Background: an optimization exercise with open tools, aiming at small area. Do not read the settings as production practice.
In this exercise RTL edits were held to simulation tests only and were not proved equivalent to the original.
Power figures rest on the tool's default switching activity, not on a simulated workload.

// ps_accumulator
module ps_accumulator #(
  parameter int unsigned ARRWIDTH  = 8,
  parameter int unsigned WORDWIDTH = 8,
  parameter int unsigned DEPTH     = 16,
  localparam int unsigned ACCW     = 4 * WORDWIDTH,
  localparam int unsigned VW       = ACCW * ARRWIDTH,
  localparam int unsigned RW       = $clog2(DEPTH)
) (
  input  logic          clk,
  input  logic          reset_n,
  input  logic          clear_i,
  input  logic          in_valid_i,
  output logic          in_ready_o,
  input  logic          in_first_i,
  input  logic          in_last_i,
  input  logic [VW-1:0] ps_in_vec_i,
  output logic          out_valid_o,
  input  logic          out_ready_i,
  output logic [VW-1:0] out_vec_o,
  output logic [RW-1:0] out_row_o,
  output logic [15:0]   tiles_done_o
);
Size in the first run: roughly 170,000 um^2 of cells after synthesis.
==> flow/config.mk <==
export PLATFORM = sky130hd
export DESIGN_NAME = ps_accumulator
export DESIGN_NICKNAME = ps_accumulator
export VERILOG_FILES = /design/flow/design.v
export SDC_FILE = /design/flow/constraint.sdc
export NUM_CORES = 4
export LEC_CHECK = 0
export CAP_MARGIN = 20
export CORE_MARGIN = 2
export CORE_UTILIZATION = 55
export PLACE_DENSITY = 0.65
export SLEW_MARGIN = 20
==> flow/constraint.sdc <==
create_clock -name core_clock -period 6.0 [get_ports {clk}]
set_input_delay 1.2000 -clock core_clock [delete_from_list [all_inputs] [get_ports {clk}]]
set_output_delay 1.2000 -clock core_clock [all_outputs]
set_load 0.01 [all_outputs]
standard.sh (not shown) runs the stock make flow with config.mk's settings and CLKGATE_MAP_FILE= SYNTH_SCRIPT=/design/flow/synth_recipe.tcl, a recipe that flattens the netlist after the stock synthesis.
==> flow/flow/run.sh <==
#!/bin/bash
# Standard ORFS layout, except: clock tree with small leaf clock buffers in
# tight clusters, strong root and trunk buffers and no dummy loads;
# minimum-size port buffers; and power recovery (gate downsizing) after global
# routing, followed by slew/capacitance repair (flow/post_grt.tcl).
# make's output goes to flow_make.log here; each ORFS step's full log is in
# orfs/logs/.
set -euo pipefail
cd "$(dirname "$0")/.."
bash standard.sh \
  "CTS_ARGS=-sink_clustering_enable -repair_clock_nets -dont_use_dummy_load -sink_buffer_max_cap_derate 1.0 -sink_clustering_size 9 -sink_clustering_max_diameter 45 -buf_list {sky130_fd_sc_hd__clkbuf_4} -root_buf sky130_fd_sc_hd__clkbuf_16 -tree_buf sky130_fd_sc_hd__clkbuf_8" \
  "BUFFER_PORTS_ARGS=-buffer_cell sky130_fd_sc_hd__buf_1" \
  "RECOVER_POWER=100" \
  "POST_GLOBAL_ROUTE_TCL=$PWD/flow/post_grt.tcl" \
  finish > flow_make.log 2>&1
==> flow/flow/post_grt.tcl <==
# After ORFS's power recovery (which downsizes gates off the critical paths),
# repair any slew or capacitance the downsizing broke, re-legalise, and update
# the global routes and guides for the nets that changed.
log_cmd global_route -start_incremental
repair_design_helper
log_cmd detailed_placement
log_cmd global_route -end_incremental
log_cmd estimate_parasitics -global_routing
repair_timing_helper -setup
log_cmd global_route -start_incremental
log_cmd detailed_placement
log_cmd global_route -end_incremental
log_cmd estimate_parasitics -global_routing
report_check_types -max_slew -max_capacitance -violators
report_wns
report_tns
write_guides $::env(RESULTS_DIR)/route.guide
The baseline produced a clean layout.
Rerun with:
--- a/flow/flow/run.sh
+++ b/flow/flow/run.sh
@@ -11 +11 @@
-  "CTS_ARGS=-sink_clustering_enable -repair_clock_nets -dont_use_dummy_load -sink_buffer_max_cap_derate 1.0 -sink_clustering_size 9 -sink_clustering_max_diameter 45 -buf_list {sky130_fd_sc_hd__clkbuf_4} -root_buf sky130_fd_sc_hd__clkbuf_16 -tree_buf sky130_fd_sc_hd__clkbuf_8" \
+  "CTS_ARGS=-sink_clustering_enable -repair_clock_nets -dont_use_dummy_load -sink_buffer_max_cap_derate 1.0 -sink_clustering_size 8 -sink_clustering_max_diameter 40 -buf_list {sky130_fd_sc_hd__clkbuf_4} -root_buf sky130_fd_sc_hd__clkbuf_16 -tree_buf sky130_fd_sc_hd__clkbuf_8" \
Result:
- setup slack loses 24 ps
- wire length is about the same
- final area barely changes
- via count barely changes
- area after synthesis does not change
- non-clock buffer count decreases by 9
- clock power goes up by about 5%
- global-route usage is about the same
- count of clock-buffer cells in the layout rose by 76
Rerun with:
Settings changed: GPL_TIMING_DRIVEN from default to 0.
Outcome:
- Now the flow finished but failed the layout checks on negative setup slack
- power rose by 3.4%
- via count rose by about 9%
- worst hold slack gains 310 ps
- final area rose by about 2.5%
- first-iteration DRC count rose by about 60%
- wire length rose by 28%
- synthesized cell count is unchanged
- maximum frequency fell by about 5%
Rerun with:
--- a/flow/flow/run.sh
+++ b/flow/flow/run.sh
@@ -11 +11 @@
-  "CTS_ARGS=-sink_clustering_enable -repair_clock_nets -dont_use_dummy_load -sink_buffer_max_cap_derate 1.0 -sink_clustering_size 8 -sink_clustering_max_diameter 40 -buf_list {sky130_fd_sc_hd__clkbuf_4} -root_buf sky130_fd_sc_hd__clkbuf_16 -tree_buf sky130_fd_sc_hd__clkbuf_8" \
+  "CTS_ARGS=-sink_clustering_enable -repair_clock_nets -dont_use_dummy_load -sink_buffer_max_cap_derate 1.0 -sink_clustering_size 9 -sink_clustering_max_diameter 45 -buf_list {sky130_fd_sc_hd__clkbuf_4} -root_buf sky130_fd_sc_hd__clkbuf_16 -tree_buf sky130_fd_sc_hd__clkbuf_8" \
Settings changed: CAP_MARGIN 20 to 10, GPL_TIMING_DRIVEN 0 to default, SETUP_SLACK_MARGIN from default to 0.15, SLEW_MARGIN 20 to 5.
Effect: Now the flow produced a clean layout. Register-to-register slack improves by 420 ps. Final area falls by 2.5%. Clock skew climbs by 14 ps. Via count fell by 8.5%. Synthesized area does not change. Clock-buffer cell count fell by 77.

* * *

## run C
The RTL this note starts from:
==> flow/design.v <==
module ps_accumulator #(
  parameter int unsigned ARRWIDTH  = 8,
  parameter int unsigned WORDWIDTH = 8,
  parameter int unsigned DEPTH     = 16,
  localparam int unsigned ACCW     = 4 * WORDWIDTH,
  localparam int unsigned VW       = ACCW * ARRWIDTH,
  localparam int unsigned RW       = $clog2(DEPTH)
) (
  input  logic          clk,
  input  logic          reset_n,
  input  logic          clear_i,
  input  logic          in_valid_i,
  output logic          in_ready_o,
  input  logic          in_first_i,
  input  logic          in_last_i,
  input  logic [VW-1:0] ps_in_vec_i,
  output logic          out_valid_o,
  input  logic          out_ready_i,
  output logic [VW-1:0] out_vec_o,
  output logic [RW-1:0] out_row_o,
  output logic [15:0]   tiles_done_o
);
  logic [DEPTH*VW-1:0] acc_q;
  logic [DEPTH-1:0]    used_q, rd_oh_q, rd_oh_d;
  logic [RW-1:0]       wr_ptr_q, wr_ptr_d;
  logic                in_ready_q, in_ready_d, out_valid_q, out_valid_d;
  logic [VW-1:0]       head_vec_q;
  logic [RW-1:0]       head_row_q, tail_row_q, tail_row_d;
  logic [15:0]         tiles_q;
  logic                accept, push, pop, head_load;
  logic [RW-1:0]       rd_ptr, rd_ptr_d;
  logic [DEPTH-1:0]    rd_sel;
  logic [VW-1:0]       rd_vec, add_a, sum_vec;
  always_comb begin
    accept    = in_valid_i && in_ready_q;
    push      = accept && in_last_i;
    pop       = out_valid_q && out_ready_i;
    head_load = (push && (!out_valid_q || out_ready_i)) || (pop && !in_ready_q);
    rd_ptr    = in_ready_q ? wr_ptr_q : tail_row_q;
    rd_sel    = rd_oh_q & used_q & {DEPTH{!(in_ready_q && in_first_i)}};
    rd_vec    = '0;
    for (int r = 0; r < int'(DEPTH); r++)
      rd_vec = rd_vec | (acc_q[r*VW +: VW] & {VW{rd_sel[r]}});
    add_a = ps_in_vec_i & {VW{in_ready_q}};
    for (int l = 0; l < int'(ARRWIDTH); l++)
      sum_vec[l*ACCW +: ACCW] = add_a[l*ACCW +: ACCW] + rd_vec[l*ACCW +: ACCW];
  end
  always_comb begin
    wr_ptr_d    = wr_ptr_q;
    in_ready_d  = in_ready_q;
    out_valid_d = out_valid_q;
    tail_row_d  = tail_row_q;
    if (clear_i) begin
      wr_ptr_d    = '0;
      in_ready_d  = 1'b1;
      out_valid_d = 1'b0;
    end else begin
      if (accept) wr_ptr_d = wr_ptr_q + 1'b1;
      if (push && !pop) begin
        in_ready_d  = !out_valid_q;
        out_valid_d = 1'b1;
      end else if (pop && !push) begin
        in_ready_d  = 1'b1;
        out_valid_d = !in_ready_q;
      end
      if (push && out_valid_q && !out_ready_i) tail_row_d = wr_ptr_q;
    end
    rd_ptr_d = in_ready_d ? wr_ptr_d : tail_row_d;
    for (int r = 0; r < int'(DEPTH); r++) rd_oh_d[r] = (rd_ptr_d == RW'(r));
  end
  for (genvar r = 0; r < int'(DEPTH); r++) begin : g_row
    always_ff @(posedge clk) begin
      if (!clear_i && accept && rd_oh_q[r]) acc_q[r*VW +: VW] <= sum_vec;
    end
  end
  always_ff @(posedge clk) begin
    if (!clear_i && head_load) begin
      head_vec_q <= sum_vec;
      head_row_q <= rd_ptr;
    end
    tail_row_q <= tail_row_d;
  end
  always_ff @(posedge clk or negedge reset_n) begin
    if (!reset_n) begin
      used_q      <= '0;
      rd_oh_q     <= DEPTH'(1);
      wr_ptr_q    <= '0;
      in_ready_q  <= 1'b1;
      out_valid_q <= 1'b0;
      tiles_q     <= '0;
    end else begin
      rd_oh_q     <= rd_oh_d;
      wr_ptr_q    <= wr_ptr_d;
      in_ready_q  <= in_ready_d;
      out_valid_q <= out_valid_d;
      if (clear_i) begin
        tiles_q <= '0;
      end else begin
        if (accept) used_q <= used_q | rd_oh_q;
        if (push && wr_ptr_q == RW'(DEPTH - 1)) tiles_q <= tiles_q + 16'd1;
      end
    end
  end
  assign in_ready_o   = in_ready_q;
  assign out_valid_o  = out_valid_q;
  assign out_vec_o    = head_vec_q;
  assign out_row_o    = head_row_q;
  assign tiles_done_o = tiles_q;
endmodule
export LEC_CHECK = 0
export CAP_MARGIN = 20
export CORE_MARGIN = 2
export CORE_UTILIZATION = 55
export CTS_BUF_LIST = sky130_fd_sc_hd__clkbuf_4 sky130_fd_sc_hd__clkbuf_8
export CTS_CLUSTER_SIZE = 20
export PLACE_DENSITY = 0.65
export SLEW_MARGIN = 20
create_clock -name core_clock -period 6.0 [get_ports {clk}]
run.sh (not shown) runs the stock make flow with config.mk's settings and CLKGATE_MAP_FILE= SYNTH_SCRIPT=/design/flow/synth_recipe.tcl, a recipe that flattens the netlist after the stock synthesis.
Stock flow here: none of the scripts above is used.
The final layout from run C, which completed every stage, passed the timing, design-rule and antenna checks at the end of the flow.
Changes in run K relative to run C:
==> flow/flow/run.sh (new file) <==
#!/bin/bash
# Standard ORFS layout with: CTS without dummy loads and with small clock
# buffers, and minimum-size port buffers. Each tool's output goes to the ORFS
# logs; make's own output goes to flow_make.log here.
set -euo pipefail
cd "$(dirname "$0")/.."
bash standard.sh \
  "CTS_ARGS=-sink_clustering_enable -repair_clock_nets -dont_use_dummy_load -sink_clustering_size 20 -buf_list {sky130_fd_sc_hd__clkbuf_4 sky130_fd_sc_hd__clkbuf_8}" \
  "BUFFER_PORTS_ARGS=-buffer_cell sky130_fd_sc_hd__buf_1" \
  finish > flow_make.log 2>&1
==> flow/standard.sh (new file) <==
#!/bin/bash
# synth_recipe.tcl (not shown) runs the flow's synth.tcl, then flattens the netlist and writes it again
# the make line also repeats each setting of config.mk as NAME=value (left out here)
make -C /OpenROAD-flow-scripts/flow DESIGN_CONFIG=/design/flow/config.mk WORK_HOME=/design/flow/orfs CLKGATE_MAP_FILE= SYNTH_SCRIPT=/design/flow/synth_recipe.tcl "${@:-finish}"
removed: flow/run.sh
==> results.txt <==
- Run K vs. run C: total area of multi-input combinational cells has increased; via count has decreased; setup slack after layout has increased.

separate check: timing with driven ports:
The flow's constraints put no driver on any port. The routed layouts listed below were extracted and timed again, unchanged, in two steps. Step 1: set_driving_cell puts a clkbuf_16 on clk and a buf_2 on each other input, an assumption about the parent block. Step 2 adds t to the input delays and takes it off the output delays; t is the mean of the earliest and latest rising clock arrival at the registers after step 1. Input paths then give back, and output paths get back, about the clock's delay inside the block. Slacks: no drivers / after step 1 / after step 2; pairs: no drivers / after step 1.
run	t (ns)	setup slack, ns	worst hold slack (ns)	slew at the worst register clock pin (ns)
the first run of note 1	1.175	0.142 / 0.142 / -0.436	0.092 / 0.005 / 0.456	0.11 / 0.11
the second run of note 1	1.159	0.117 / 0.117 / -0.364	0.134 / 0.043 / 0.449	0.10 / 0.10
the third run of note 1	1.219	-0.175 / -0.175 / -1.021	0.441 / 0.348 / 0.457	0.11 / 0.11
the fourth run of note 1	1.165	0.241 / 0.241 / -0.239	0.047 / -0.046 / 0.460	0.11 / 0.11
run C	1.317	0.107 / 0.107 / -1.012	0.118 / 0.023 / 0.472	0.07 / 0.07
run K	1.279	0.199 / 0.199 / -0.628	0.159 / 0.078 / 0.468	0.07 / 0.07
With both steps, setup timing fails in 5 of these runs, where it was met with ideal ports. For run C, which loses most, drivers alone change the setup slack by 0.000 ns; drivers and shift together by -1.119 ns.
